Background: an optimization exercise with open tools, aiming at small area, a short achievable clock period and few clock cycles per item. Do not read the settings as production practice. The RTL was checked by simulation tests, not by an equivalence proof against the original design. No activity file was given, so power comes from the tool's default toggle rates.

`flow/run.sh`:
```
#!/bin/bash
# Standard synthesis, then the standard layout with: port buffers of a fixed small cell type,
# and repair_timing aiming below the clock period (a larger setup slack margin).
set -euo pipefail
bash standard.sh synth > synth.log 2>&1
bash standard.sh SETUP_SLACK_MARGIN=7.0 'BUFFER_PORTS_ARGS=-buffer_cell sky130_fd_sc_hd__buf_1' finish > layout.log 2>&1
```
`standard.sh`:
```
#!/bin/bash
# synth_recipe.tcl (not shown) runs the flow's synth.tcl, then flattens the netlist and writes it again
# the make line also repeats each setting of config.mk as NAME=value (left out here)
make -C /OpenROAD-flow-scripts/flow DESIGN_CONFIG=/design/flow/config.mk WORK_HOME=/design/flow/orfs CLKGATE_MAP_FILE= SYNTH_SCRIPT=/design/flow/synth_recipe.tcl "${@:-finish}"
```
`config.mk`:
```
export PLATFORM = sky130hd
export DESIGN_NAME = mac_stream_seq
export DESIGN_NICKNAME = mac_stream_seq
export VERILOG_FILES = /design/flow/design.v
export SDC_FILE = /design/flow/constraint.sdc
export NUM_CORES = 4
export LEC_CHECK = 0
export CAP_MARGIN = 20
export CORE_MARGIN = 2
export CORE_UTILIZATION = 40
export CTS_BUF_LIST = sky130_fd_sc_hd__clkbuf_4 sky130_fd_sc_hd__clkbuf_8
export CTS_CLUSTER_DIAMETER = 25
export SLEW_MARGIN = 20
```
`constraint.sdc`:
```
create_clock -name core_clock -period 10.0 [get_ports {clk}]
set_input_delay 2.0000 -clock core_clock [delete_from_list [all_inputs] [get_ports {clk}]]
set_output_delay 2.0000 -clock core_clock [all_outputs]
set_load 0.01 [all_outputs]
```
`design.v`:
```
module mult (
  input  logic [15:0] a_i,
  input  logic [7:0]  one_i,
  input  logic [7:0]  two_i,
  input  logic [7:0]  neg_i,
  output logic [15:0] s_o,
  output logic [15:0] c_o,
  output logic        c_lo_o
);
  logic [16:0] ax;
  logic [16:0] x0, x1, x2, x3, x4, x5, x6, x7;
  assign ax = {a_i[15], a_i};
  logic [7:0] nx;   
  assign nx = ~{x7[16], x6[16], x5[16], x4[16], x3[16], x2[16], x1[16], x0[16]};
  for (genvar j = 0; j < 17; j++) begin : g_pp0
    assign x0[j] = ((one_i[0] & ax[j]) | (two_i[0] & (j == 0 ? 1'b0 : ax[j == 0 ? 0 : j-1]))) ^ neg_i[0];
  end
  for (genvar j = 0; j < 17; j++) begin : g_pp1
    assign x1[j] = ((one_i[1] & ax[j]) | (two_i[1] & (j == 0 ? 1'b0 : ax[j == 0 ? 0 : j-1]))) ^ neg_i[1];
  end
  for (genvar j = 0; j < 17; j++) begin : g_pp2
    assign x2[j] = ((one_i[2] & ax[j]) | (two_i[2] & (j == 0 ? 1'b0 : ax[j == 0 ? 0 : j-1]))) ^ neg_i[2];
  end
  for (genvar j = 0; j < 17; j++) begin : g_pp3
    assign x3[j] = ((one_i[3] & ax[j]) | (two_i[3] & (j == 0 ? 1'b0 : ax[j == 0 ? 0 : j-1]))) ^ neg_i[3];
  end
  for (genvar j = 0; j < 17; j++) begin : g_pp4
    assign x4[j] = ((one_i[4] & ax[j]) | (two_i[4] & (j == 0 ? 1'b0 : ax[j == 0 ? 0 : j-1]))) ^ neg_i[4];
  end
  for (genvar j = 0; j < 17; j++) begin : g_pp5
    assign x5[j] = ((one_i[5] & ax[j]) | (two_i[5] & (j == 0 ? 1'b0 : ax[j == 0 ? 0 : j-1]))) ^ neg_i[5];
  end
  for (genvar j = 0; j < 17; j++) begin : g_pp6
    assign x6[j] = ((one_i[6] & ax[j]) | (two_i[6] & (j == 0 ? 1'b0 : ax[j == 0 ? 0 : j-1]))) ^ neg_i[6];
  end
  for (genvar j = 0; j < 17; j++) begin : g_pp7
    assign x7[j] = ((one_i[7] & ax[j]) | (two_i[7] & (j == 0 ? 1'b0 : ax[j == 0 ? 0 : j-1]))) ^ neg_i[7];
  end
  logic s1;
  logic k2;
  logic s3;
  logic k4;
  logic s5;
  logic k6;
  logic s7;
  logic k8;
  logic s9;
  logic k10;
  logic s11;
  logic k12;
  logic s13;
  logic k14;
  logic s15;
  logic k16;
  logic s17;
  logic k18;
  logic s19;
  logic k20;
  logic s21;
  logic k22;
  logic s23;
  logic k24;
  logic s25;
  logic k26;
  logic s27;
  logic k28;
  logic s29;
  logic k30;
  logic s31;
  logic k32;
  logic s33;
  logic k34;
  logic s35;
  logic k36;
  logic s37;
  logic k38;
  logic s39;
  logic k40;
  logic s41;
  logic k42;
  logic s43;
  logic k44;
  logic s45;
  logic k46;
  logic s47;
  logic k48;
  logic s49;
  logic k50;
  logic s51;
  logic k52;
  logic s53;
  logic k54;
  logic s55;
  logic k56;
  logic s57;
  logic k58;
  logic s59;
  logic k60;
  logic s61;
  logic k62;
  logic s63;
  logic k64;
  logic s65;
  logic k66;
  logic s67;
  logic k68;
  logic s69;
  logic k70;
  logic s71;
  logic k72;
  logic s73;
  logic k74;
  logic s75;
  logic k76;
  logic s77;
  logic k78;
  logic s79;
  logic k80;
  logic s81;
  logic k82;
  logic s83;
  logic k84;
  logic s85;
  logic k86;
  logic s87;
  logic k88;
  logic s89;
  logic k90;
  logic s91;
  logic k92;
  logic s93;
  logic k94;
  logic s95;
  logic k96;
  logic s97;
  logic k98;
  logic s99;
  logic k100;
  logic s101;
  logic k102;
  logic s103;
  logic k104;
  logic s105;
  logic k106;
  logic s107;
  logic k108;
  logic s109;
  logic k110;
  logic s111;
  logic k112;
  logic s113;
  logic k114;
  logic s115;
  logic k116;
  logic s117;
  logic k118;
  logic s119;
  logic k120;
  logic s121;
  logic k122;
  logic s123;
  logic k124;
  logic s125;
  logic k126;
  logic s127;
  logic k128;
  logic s129;
  logic k130;
  logic s131;
  logic k132;
  logic s133;
  logic k134;
  logic s135;
  logic k136;
  logic s137;
  logic k138;
  logic s139;
  logic k140;
  logic s141;
  logic k142;
  logic s143;
  logic k144;
  logic s145;
  logic k146;
  logic s147;
  logic k148;
  logic s149;
  logic k150;
  logic s151;
  logic k152;
  logic s153;
  logic k154;
  logic s155;
  logic k156;
  logic s157;
  logic k158;
  logic s159;
  logic k160;
  logic s161;
  logic k162;
  logic s163;
  logic k164;
  logic s165;
  logic k166;
  logic s167;
  logic k168;
  logic s169;
  logic k170;
  logic s171;
  logic k172;
  logic s173;
  logic k174;
  logic s175;
  logic k176;
  logic s177;
  logic k178;
  logic s179;
  logic k180;
  logic s181;
  logic k182;
  logic s183;
  logic k184;
  logic s185;
  logic k186;
  logic s187;
  logic k188;
  logic s189;
  logic k190;
  logic s191;
  logic k192;
  logic s193;
  logic k194;
  logic s195;
  logic s196;
  assign {k2, s1} = neg_i[5] + x0[10];
  assign {k4, s3} = x0[11] + x1[9];
  assign {k6, s5} = neg_i[6] + x0[12] + x1[10];
  assign {k8, s7} = x2[8] + x3[6];
  assign {k10, s9} = x0[13] + x1[11] + x2[9];
  assign {k12, s11} = x3[7] + x4[5];
  assign {k14, s13} = neg_i[7] + x0[14] + x1[12];
  assign {k16, s15} = x2[10] + x3[8] + x4[6];
  assign {k18, s17} = x5[4] + x6[2];
  assign {k20, s19} = x0[15] + x1[13] + x2[11];
  assign {k22, s21} = x3[9] + x4[7] + x5[5];
  assign {k24, s23} = x6[3] + x7[1];
  assign {k26, s25} = x0[16] + x1[14] + x2[12];
  assign {k28, s27} = x3[10] + x4[8] + x5[6];
  assign {k30, s29} = x6[4] + x7[2];
  assign {k32, s31} = x0[16] + x1[15] + x2[13];
  assign {k34, s33} = x3[11] + x4[9] + x5[7];
  assign {k36, s35} = x6[5] + x7[3];
  assign {k38, s37} = nx[0] + nx[1] + x2[14];
  assign {k40, s39} = x3[12] + x4[10] + x5[8];
  assign {k42, s41} = x6[6] + x7[4];
  assign {k44, s43} = 1'b1 + x2[15] + x3[13];
  assign {k46, s45} = x4[11] + x5[9] + x6[7];
  assign {k48, s47} = nx[2] + x3[14] + x4[12];
  assign {k50, s49} = 1'b1 + x3[15];
  assign {k52, s51} = neg_i[3] + x0[6];
  assign {k54, s53} = x0[7] + x1[5];
  assign {k56, s55} = neg_i[4] + x0[8] + x1[6];
  assign {k58, s57} = x2[4] + x3[2];
  assign {k60, s59} = x0[9] + x1[7] + x2[5];
  assign {k62, s61} = x3[3] + x4[1];
  assign {k64, s63} = x1[8] + x2[6] + x3[4];
  assign {k66, s65} = x4[2] + x5[0] + s1;
  assign {k68, s67} = x2[7] + x3[5] + x4[3];
  assign {k70, s69} = x5[1] + k2 + s3;
  assign {k72, s71} = x4[4] + x5[2] + x6[0];
  assign {k74, s73} = k4 + s7 + s5;
  assign {k76, s75} = x5[3] + x6[1] + k8;
  assign {k78, s77} = s11 + k6 + s9;
  assign {k80, s79} = x7[0] + k12 + s17;
  assign {k82, s81} = k10 + s13 + s15;
  assign {k84, s83} = k18 + s23 + k14;
  assign {k86, s85} = k16 + s19 + s21;
  assign {k88, s87} = k24 + s29 + k20;
  assign {k90, s89} = k22 + s25 + s27;
  assign {k92, s91} = k30 + s35 + k26;
  assign {k94, s93} = k28 + s31 + s33;
  assign {k96, s95} = k36 + s41 + k32;
  assign {k98, s97} = k34 + s37 + s39;
  assign {k100, s99} = x7[5] + k42 + k38;
  assign {k102, s101} = k40 + s43 + s45;
  assign {k104, s103} = x5[10] + x6[8] + x7[6];
  assign {k106, s105} = k44 + k46 + s47;
  assign {k108, s107} = x4[13] + x5[11] + x6[9];
  assign {k110, s109} = x7[7] + s49 + k48;
  assign {k112, s111} = nx[3] + x4[14] + x5[12];
  assign {k114, s113} = x6[10] + x7[8] + k50;
  assign {k116, s115} = neg_i[2] + x0[4];
  assign {k118, s117} = x0[5] + x1[3];
  assign {k120, s119} = x1[4] + x2[2] + x3[0];
  assign {k122, s121} = x2[3] + x3[1] + k52;
  assign {k124, s123} = x4[0] + k54 + s57;
  assign {k126, s125} = k58 + s61 + k56;
  assign {k128, s127} = k62 + k60 + s63;
  assign {k130, s129} = k64 + s67 + k66;
  assign {k132, s131} = k68 + s71 + k70;
  assign {k134, s133} = k72 + s75 + k74;
  assign {k136, s135} = k76 + s79 + k78;
  assign {k138, s137} = k80 + k82 + s83;
  assign {k140, s139} = k84 + k86 + s87;
  assign {k142, s141} = k88 + k90 + s91;
  assign {k144, s143} = k92 + k94 + s95;
  assign {k146, s145} = k96 + k98 + s99;
  assign {k148, s147} = s103 + k100 + k102;
  assign {k150, s149} = k104 + s107 + k106;
  assign {k152, s151} = k108 + s111 + s113;
  assign {k154, s153} = neg_i[1] + x0[2];
  assign {k156, s155} = x0[3] + x1[1];
  assign {k158, s157} = x1[2] + x2[0] + s115;
  assign {k160, s159} = x2[1] + k116 + s117;
  assign {k162, s161} = k118 + s51 + s119;
  assign {k164, s163} = s53 + k120 + s121;
  assign {k166, s165} = s55 + k122 + s123;
  assign {k168, s167} = s59 + k124 + s125;
  assign {k170, s169} = s65 + k126 + s127;
  assign {k172, s171} = s69 + k128 + s129;
  assign {k174, s173} = s73 + k130 + s131;
  assign {k176, s175} = s77 + k132 + s133;
  assign {k178, s177} = s81 + k134 + s135;
  assign {k180, s179} = s85 + k136 + s137;
  assign {k182, s181} = s89 + k138 + s139;
  assign {k184, s183} = s93 + k140 + s141;
  assign {k186, s185} = s97 + k142 + s143;
  assign {k188, s187} = s101 + k144 + s145;
  assign {k190, s189} = s105 + k146 + s147;
  assign {k192, s191} = s109 + k148 + s149;
  assign {k194, s193} = k110 + s151 + k150;
  assign s195 = 1'b1 ^ x4[15] ^ x5[13] ^ x6[11] ^ x7[9] ^ k112 ^ k114 ^ k152;
  assign s196 = k194;
  logic [7:0] lo_s, lo_co;
  bk_add #(.W(8)) u_lo (.a({k162, k160, k158, k156, k154, s153, x0[1], neg_i[0]}), .b({s163, s161, s159, s157, s155, x1[0], 1'b0, x0[0]}), .ci(1'b0), .s(lo_s), .co(lo_co));
  assign c_lo_o = lo_co[7];
  assign s_o = {s195, k192, k190, k188, k186, k184, k182, k180, k178, k176, k174, k172, k170, k168, k166, k164};
  assign c_o = {s196, s193, s191, s189, s187, s185, s183, s181, s179, s177, s175, s173, s171, s169, s167, s165};
endmodule
module bk_add #(
  parameter int W = 16
) (
  input  logic [W-1:0] a,
  input  logic [W-1:0] b,
  input  logic         ci,
  output logic [W-1:0] s,
  output logic [W-1:0] co
);
  logic [W-1:0] p0, g, p;
  always_comb begin
    p0 = a ^ b;
    g  = a & b;
    p  = p0;
    g[0] = g[0] | (p[0] & ci);
    for (int i = 1; (1 << i) <= W; i++) begin
      for (int j = (1 << i) - 1; j < W; j += (1 << i)) begin
        g[j] = g[j] | (p[j] & g[j - (1 << (i - 1))]);
        p[j] = p[j] & p[j - (1 << (i - 1))];
      end
    end
    for (int i = $clog2(W); i > 0; i--) begin
      for (int j = (1 << i) + (1 << (i - 1)) - 1; j < W; j += (1 << i)) begin
        g[j] = g[j] | (p[j] & g[j - (1 << (i - 1))]);
        p[j] = p[j] & p[j - (1 << (i - 1))];
      end
    end
  end
  assign co = g;
  assign s  = p0 ^ {g[W-2:0], ci};
endmodule
module mac_stream_seq (
  input  logic        clk,
  input  logic        rst,
  input  logic        in_valid,
  output logic        in_ready,
  input  logic [15:0] in_data,
  input  logic [15:0] in_weight,
  input  logic [15:0] bias,
  output logic        out_valid,
  input  logic        out_ready,
  output logic [15:0] out_res
);
  localparam int LEN   = 48;
  localparam int ACC_W = 22;
  logic [5:0]         cnt_q;
  logic               rdy_q;
  logic               nrdy_o_q, nov_o_q;   
  logic               arm_q;             
  logic               owe_q;             
  logic               f0_q, l0_q;
  logic [15:0]        a0_q, b_q;
  logic [7:0]         one0_q, two0_q, neg0_q;
  logic               f1_q, l1_q;
  logic [15:0]        s1_q, c1_q;
  logic               cl1_q;
  logic [15:0]        s_d, c_d;
  logic               cl_d;
  logic               f2_q, l2_q;
  logic               nf2_q;             
  logic [15:0]        p2_q;
  logic [ACC_W-1:0]   acc_q;
  logic               l3_q;
  logic               ov_q;
  logic [15:0]        res_q;
  logic        accept, first_in, last_in, inc, owe_d, last_d;
  logic [15:0] prod;
  logic [15:0] sat_res;
  logic [16:0] wx;
  logic [7:0]  one_d, two_d, neg_d;
  assign first_in = (cnt_q == 6'd0);
  assign last_in  = (cnt_q == 6'(LEN - 1));
  assign accept   = in_valid && rdy_q;
  assign inc      = accept && last_in;
  assign owe_d    = inc || (owe_q && !(ov_q && out_ready));
  assign last_d   = accept ? (cnt_q == 6'(LEN - 2)) : last_in;
  assign wx = {in_weight, 1'b0};
  always_comb begin
    for (int i = 0; i < 8; i++) begin
      one_d[i] = wx[2*i+1] ^ wx[2*i];
      two_d[i] = (wx[2*i+2] & ~wx[2*i+1] & ~wx[2*i]) | (~wx[2*i+2] & wx[2*i+1] & wx[2*i]);
      neg_d[i] = wx[2*i+2];
    end
  end
  mult u_mult (
    .a_i    (a0_q),
    .one_i  (one0_q),
    .two_i  (two0_q),
    .neg_i  (neg0_q),
    .s_o    (s_d),
    .c_o    (c_d),
    .c_lo_o (cl_d)
  );
  logic [15:0] prod_co;
  logic [ACC_W-1:0] acc_in, acc_s, acc_co;
  bk_add #(.W(16)) u_prod (.a(s1_q), .b(c1_q), .ci(cl1_q), .s(prod), .co(prod_co));
  assign acc_in[10:0]       = f2_q ? b_q[10:0] : acc_q[10:0];
  assign acc_in[ACC_W-1:11] = nf2_q ? acc_q[ACC_W-1:11] : {{(ACC_W-16){b_q[15]}}, b_q[15:11]};
  bk_add #(.W(ACC_W)) u_acc (.a(acc_in), .b({{(ACC_W-16){p2_q[15]}}, p2_q}), .ci(1'b0), .s(acc_s), .co(acc_co));
  always_comb begin
    if (acc_q[ACC_W-1:15] != {(ACC_W-15){acc_q[ACC_W-1]}})
      sat_res = acc_q[ACC_W-1] ? 16'h8000 : 16'h7FFF;
    else
      sat_res = acc_q[15:0];
  end
  always_ff @(posedge clk) begin
    a0_q   <= in_data;
    one0_q <= accept ? one_d : 8'd0;
    two0_q <= accept ? two_d : 8'd0;
    neg0_q <= accept ? neg_d : 8'd0;
    if (arm_q) b_q <= bias;
    s1_q   <= s_d;
    c1_q   <= c_d;
    cl1_q  <= cl_d;
    p2_q   <= prod;
    acc_q  <= acc_s;
    if (l3_q) res_q <= sat_res;
  end
  always_ff @(posedge clk) begin
    if (rst) begin
      cnt_q <= '0;
      rdy_q <= 1'b1;
      nrdy_o_q <= 1'b0;
      nov_o_q  <= 1'b1;
      arm_q <= 1'b1;
      owe_q <= 1'b0;
      f0_q  <= 1'b0;
      l0_q  <= 1'b0;
      f1_q  <= 1'b0;
      l1_q  <= 1'b0;
      f2_q  <= 1'b0;
      nf2_q <= 1'b1;
      l2_q  <= 1'b0;
      l3_q  <= 1'b0;
      ov_q  <= 1'b0;
    end else begin
      if (accept) cnt_q <= last_in ? 6'd0 : cnt_q + 6'd1;
      owe_q <= owe_d;
      rdy_q <= !(owe_d && last_d);
      nrdy_o_q <= owe_d && last_d;
      arm_q <= accept ? last_in : first_in;
      f0_q  <= accept && first_in;
      l0_q  <= inc;
      f1_q  <= f0_q;
      l1_q  <= l0_q;
      f2_q  <= f1_q;
      nf2_q <= !f1_q;
      l2_q  <= l1_q;
      l3_q  <= l2_q;
      ov_q  <= l3_q || (ov_q && !out_ready);
      nov_o_q  <= !(l3_q || (ov_q && !out_ready));
    end
  end
  assign in_ready  = !nrdy_o_q;
  assign out_valid = !nov_o_q;
  assign out_res   = res_q;
endmodule
```
==> summary.txt, run 1 <==
final cell count without fillers=1,397; Synth top area share=24.91%; CP startpoint=res_q[14]; routed vias=7,091; CP max FO=1; layout filler cell count=2,478; Netlist Area Pre-Place=10,530 um2; crit path launch type=register; detailed-route wire length per cell=16.16 um; Max VDD drop=0.09059 mV; sequential area share after synthesis=34.04%; clock skew=16.05 ps; Worst-path clk slew=100 ps; syn_area_per_cell=10.56 um2; setup TNS=0 ps; ys flop type=dfxtp_1; CTS Buf Count=17; Hold/Removal Path Class=reg -> reg; CTS tree=done; Yosys warning count=4; fraction of layout cells with a size suffix above 1=16.38%; critical path capture point=out_res[14]; GRT Total Usage=16.21%; drt pass-1 iters=6; port bufs=69; Die Ht=166.2 um; crit end category=output port; FF-to-FF path depth=9; most common cell in the synthesized netlist=dfxtp_1; Remaining DRCs=0; ANT nets after route=0; clock sinks=163; Synth area leaders=dfxtp_1, fa_1, edfxtp_1; Cell Rows=59; antenna violations before repair=0; Final Hold Slack=451.2 ps; worst endpoint required time=8000 ps; Yosys cell types=52; max incr delay on CP=380 ps; Placer Congestion=0.8487; drt total wl=22,580 um; Worst Path Buf+Inv=1; NetSw=1144 uW; switching part of the total=39.66%; most frequent cells after synthesis=dfxtp_1, inv_1, a22oi_1, fa_1; share of power burned in combinational logic=47.7%; post-DP HPWL=15,780 um; Net Count, Synth=1,205; Initial Utilization=40.51%; RSZ-0062 raised after global routing=yes; P&R area growth vs syn=12.88%; leak pwr=0.004921 uW; Peak Freq=335.9 MHz; WP depth=1; Tmin final=2977 ps; FF+latch count, synth=163; pwr/cell area=242.8 nW/um2; # placed instances=1,332; critical path type=reg -> out; Skew-Pair Late Insertion Delay=470 ps; max_cap viols=0; Root Driver=clkbuf_8; worst relative slew slack=44.13%; first-pass GRT wire length=36,110 um; initial DRC count=527; die width=166.2 um; vias in the first global route=6,933; Slew @ Worst Pin=836.9 ps; Die ar.=27,630 um2; internal power=1741 uW; largest net degree at the start of global routing=19; chain of cells forming the critical path=clkbuf_2; R2R setup slack=7030 ps; Max H-tree Level=4; Via density=5.076; final setup fails=0; Post-Syn Instances=997; sequential share of power=35.5%; ys async rst share=0%; number of I/O pins=70; Final Hold Fails=0; Slew Viols, Final=0; ANT cells=0; Synth area leader=dfxtp_1; end of the worst register-to-register path=c1_q[3]; fin nets=1,257; delay-heaviest family, CP=flip-flops; status=complete, no violations; Core ar.=25,980 um2; Layout Utilization=45.73%; Reg-to-Reg Start=a0_q[9]; Critical Path AT=980 ps; Post-synth EDFFs=32; Clock power frac=16.8%; slowest CP cell=edfxtp_1; Final Cycle Share=29.77%; clk buf depth=2; GRT overflow=0
==> cell usage in the layout, fill, tap and decap left out, drive strengths merged, types with 9 or more instances in the layout <==
cell type and instances:
a21o 9, xor2 77, ha 58, a22oi 107, o21ai 28, mux2 11, and3 9, nand2 52
buf 93, xnor2 77, a21oi 19, fa 98, dfxtp 131, edfxtp 32, clkbuf 31, nor2 20
inv 128
==> kinds of logic after synthesis <==
kind of cell	synth area share [%]
AOI/OAI and AO/OA	12.41
xor gates and xnor gates	12.81
adders and majority gates	25.53
buffers and inverters	7.297
DFF	34.04
muxes	1.652
and+or+nand+nor	6.263
==> power by group through the flow <==
| stage | registers, uW | clock network [uW] | logic, uW |
|---|---|---|---|
| 4_1_cts | 1030 | 501 | 1370 |
| 3_3_place_gp | 1040 | 0 | 1290 |
| 6_report | 1020 | 486 | 1380 |
| 3_5_place_dp | 1050 | 0 | 1340 |
| 2_1_floorplan | 976 | 0 | 1100 |
| 5_1_grt | 1050 | 528 | 1630 |
==> flip-flops by register name, indices dropped and copies added (netlist names), 6 cells and up <==
name / count
acc_q: 22
s1_q: 16
neg0_q: 8
cnt_q: 6
res_q: 16
c1_q: 16
p2_q: 16
a0_q: 16
b_q: 16
one0_q: 8
two0_q: 8
==> final cells by class <==
type / instances / area (um2) / area share [%]
clock buffers: 18 / 241.5 / 2.032
flip-flops and latches: 163 / 3702 / 31.15
repair buffers: 106 / 589.3 / 4.959
multi-input cells: 641 / 6340 / 53.35
well taps: 335 / 419.2 / 3.527
clock inverters: 14 / 141.4 / 1.190
inverters: 120 / 450.4 / 3.790
==> how the worst min path moves through the flow <==
stage | start | slack [ps] | endpoint | cells past startpoint
after floorplan | f1_q | 380 | nf2_q | 1
after global placement | l1_q | 430 | l2_q | 1
after detailed placement | l2_q | 430 | l3_q | 1
after CTS | l2_q | 460 | l3_q | 1
after global routing | f0_q | 460 | f1_q | 1
final | f0_q | 450 | f1_q | 1
==> worst register-to-register path, stage by stage, from the launching register on <==
cell,delay [ps]
dfxtp_4,460
clkbuf_4,230
a22oi_1,120
xnor2_1,170
ha_1,290
inv_1,50
fa_1,450
fa_1,520
fa_1,540
inv_1,30
==> routing by layer <==
layer | vias up | wire [um] | global-route usage (%) | share of wire [%]
li1 | 3392 | - | - | -
met1 | 3437 | 10650 | 23.19 | 47
met2 | 228 | 10380 | 25.00 | 46
met3 | 34 | 1158 | 2.717 | 5.1
met4 | 0 | 389 | 5.472 | 1.7
met5 | - | 0 | 0 | 0
==> metrics by stage <==
| step | power [uW] | cell area, um2 | worst slack [ps] |
|---|---|---|---|
| 2_1_floorplan | 2079 | 10580 | 6977 |
| 3_3_place_gp | 2332 | 10920 | 6521 |
| 3_5_place_dp | 2390 | 10920 | 6488 |
| 4_1_cts | 2898 | 11430 | 6984 |
| 5_1_grt | 3203 | 11880 | 6905 |
| 6_report | 2885 | 11880 | 7023 |
==> what timing repair did <==
| action | in CTS | in global routing |
|---|---|---|
| endpoints found under the hold margin | 0 | 0 |
| setup buffers | 4 | 29 |
| pin swaps | 1 | 10 |
| gates resized for setup | 58 | 64 |
| gates cloned | 0 | 0 |
| hold buffers | 0 | 0 |
| endpoints found under the setup margin | 48 | 41 |
Testbench counts, summed over its fixed seeds: cycles 15,400, items 320.
==> inputs of run 2 (changes only) <==
--- a/flow/run.sh
+++ b/flow/run.sh
@@ -4,3 +4,3 @@
 set -euo pipefail
 bash standard.sh synth > synth.log 2>&1
-bash standard.sh SETUP_SLACK_MARGIN=7.0 'BUFFER_PORTS_ARGS=-buffer_cell sky130_fd_sc_hd__buf_1' finish > layout.log 2>&1
+bash standard.sh SETUP_SLACK_MARGIN=6.8 'BUFFER_PORTS_ARGS=-buffer_cell sky130_fd_sc_hd__buf_1' finish > layout.log 2>&1
==> run 2 against run 1 <==
Non-clock buffer count down 31. Critical endpoint is now c1_q[9]. Worst hold slack worse by 19 ps. Design area down 3.7%. Critical path depth up 6. Via count down 1.8%. Area after synthesis unchanged. Fmax down 3.7%.
==> summary.txt, run 2 <==
CP startpoint=two0_q[0]; drt total wl=21,930 um (-2.9%); max_cap viols=0 (unchanged); Core ar.=25,980 um2 (unchanged); end of the worst register-to-register path=c1_q[9]; final setup fails=0 (unchanged); routed vias=6,963 (-1.8%); Placer Congestion=0.8455 (-0.38%); Post-synth EDFFs=32 (unchanged); ANT cells=0 (unchanged); Final Cycle Share=30.92% (+1.1 points); ANT nets after route=0 (unchanged); number of I/O pins=70 (unchanged); Final Cell Area=11,450 um2 (-3.7%); Max H-tree Level=4 (unchanged); Die Ht=166.2 um (unchanged); first-pass GRT wire length=36,870 um (+2.1%); syn_area_per_cell=10.56 um2 (unchanged); Post-Syn Instances=997 (unchanged); Reg-to-Reg Start=two0_q[0]; R2R setup slack=6910 ps (-120 ps); initial DRC count=456 (-13%); fraction of layout cells with a size suffix above 1=9.699% (-6.7 points); post-DP HPWL=15,890 um (+0.72%); critical path type=reg -> reg; setup TNS=0 ps (unchanged); max FFs per register=22 (unchanged); Max VDD drop=0.09693 mV (+7.0%); commonest cells after routing, fill and taps aside=inv_1, a22oi_1, fa_1, dfxtp_1, xnor2_1; Slew Viols, Final=0 (unchanged); critical path capture point=c1_q[9]; Tmin final=3092 ps (+114.5 ps); crit end category=register; Peak Freq=323.4 MHz (-3.7%); ys async rst share=0% (unchanged); drt pass-1 iters=5 (-1); Synth top area share=24.91% (unchanged); fin nets=1,226 (-2.5%); Skew-Pair Late Insertion Delay=480 ps (about the same); FF+latch count, synth=163 (unchanged); Layout Utilization=44.06% (-1.7 points); Via density=5.097 (+0.42%); GRT Total Usage=16.61% (+0.40 points); Synth area leaders=dfxtp_1, fa_1, edfxtp_1; layout filler cell count=2,508 (+1.2%); detailed-route wire length per cell=16.05 um (-0.69%); port bufs=69 (unchanged); P&R area growth vs syn=8.748%; RSZ-0062 raised after global routing=yes; Yosys warning count=4 (unchanged); leak pwr=0.004724 uW (-4.0%); Netlist Area Pre-Place=10,530 um2 (unchanged); Die ar.=27,630 um2 (unchanged); Remaining DRCs=0 (unchanged); die width=166.2 um (unchanged); most frequent cells after synthesis=dfxtp_1, inv_1, a22oi_1, fa_1; Slew @ Worst Pin=852.7 ps (+15.83 ps); Final Hold Fails=0 (unchanged); Top reg by flops=acc_q; CP max FO=16 (+15); commonest non-fill, non-tap cell in the layout=inv_1; worst endpoint required time=10,360 ps (+2360 ps); largest net degree at the start of global routing=19 (unchanged); clock sinks=163 (unchanged); ys flop type=dfxtp_1; Initial Utilization=40.51% (unchanged); worst relative slew slack=43.07% (-1.1 points); crit path launch type=register; clk buf depth=2 (unchanged); Cell Rows=59 (unchanged); cts hold-fix bufs=0 (unchanged); FF-to-FF path depth=7 (-2); Critical Path AT=3450 ps (+2470 ps); pwr/cell area=252.0 nW/um2 (+3.8%); antenna violations before repair=0 (unchanged); Root Driver=clkbuf_8; Hold/Removal Path Class=reg -> reg; Net Count, Synth=1,205 (unchanged); area post-placement=10,910 um2 (about the same); Worst-path clk slew=110 ps (about the same); clock skew=17.96 ps (+1.917 ps); Synth area leader=dfxtp_1; Yosys cell types=52 (unchanged); CTS Buf Count=17 (unchanged); vias in the first global route=7,049 (+1.7%); CTS tree=done; sequential area share after synthesis=34.04% (unchanged); most common cell in the synthesized netlist=dfxtp_1; status=complete, no violations; GRT overflow=0 (unchanged)
==> run 2: cell counts after synthesis <==
No cell type changed its count.
==> run 2: critical path, cell delays in order, from the launching register on <==
cell     delay [ps]
dfxtp_4         420
o21ai_0         290
xor2_2          190
fa_1            490
fa_1            520
inv_1            60
fa_1            500
fa_1            480
==> run 2: repair_timing <==
| action | CTS | global route |
|---|---|---|
| pin swaps | 0 | 1 |
| setup buffers | 0 | 3 |
| setup endpoints to repair | 28 | 21 |
| resized for setup | 26 | 18 |
==> run 2: kinds of logic after synthesis <==
group                      after synthesis  synth area share, %
and+or+nand+nor                        127                6.263
buffers and inverters                  193                7.297
xor gates and xnor gates               154                12.81
DFF                                    163                34.04
AOI/OAI and AO/OA                      188                12.41
muxes                                   16                1.652
adders and majority gates              156                25.53
==> run 2: how the worst min path moves through the flow <==
stage	slack [ps]	start	cells after the start	end
floorplan	380	f1_q	1	nf2_q
global placement	430	l1_q	1	l2_q
detailed placement	420	l1_q	1	l2_q
CTS	430	l1_q	1	l2_q
global route	460	l1_q	1	l2_q
finish	430	l1_q	1	l2_q
==> run 2: layer usage <==
layer	wire (um)	global-route usage [%]	up-vias
met5	0	0	-
met4	407	6.559	0
met3	1246	2.741	29
met2	9993	25.65	209
met1	10280	23.38	3391
li1	-	-	3334
==> run 2: final cells by class <==
type	instances	area, um2	share of cell area (%)
Tap cell	335	419.2	3.661
Multi-Input combinational cell	641	6190	54.07
Timing Repair Buffer	75	304.0	2.656
Clock buffer	17	234.0	2.044
Inverter	120	450.4	3.934
Sequential cell	163	3645	31.84
Clock inverter	15	206.4	1.803
==> run 2: power breakdown <==
group	switching [uW]	total, uW	internal [uW]
registers	143	1030	888
logic	701	1320	616
clock network	299	538	239
total	1140	2890	1740
==> run 2: per-stage QoR <==
stage | hold slack [ps] | setup slack, ps | instances | total power (uW)
floorplan | 376.5 | 6835 | 997 | 2077
global placement | 429.3 | 6529 | 1331 | 2328
detailed placement | 421.8 | 6491 | 1331 | 2380
CTS | 428.6 | 6803 | 1363 | 2932
global route | 459.6 | 6765 | 1366 | 3219
finish | 432.4 | 6908 | 1366 | 2886

[re-timing with driven ports]
How much do the figures lean on ideal ports? The routed layouts below were timed once more, with nothing changed but the port constraints. Step 1 assumes that a clkbuf_16 drives the clock port and a buf_2 every other input. Step 2 adds t to the input delays and takes it off the output delays; t is the mean of the earliest and latest rising clock arrival at the registers after step 1. Input paths then give back, and output paths get back, about the clock's delay inside the block. a / b / c = ideal ports / drivers / drivers and shift; a / b = the first two.
run | t, ns | setup WS [ns] | worst setup path at the end | cell pins on the clock port's net
run 1 | 0.502 | 7.023 / 6.979 / 6.756 | input to register | 1
run 2 | 0.515 | 6.908 / 6.908 / 6.490 | input to register | 1
After both steps every run listed still meets setup and hold. The setup slack of run 2, which loses most, moves by 0.000 ns with the drivers and by -0.418 ns with both steps.
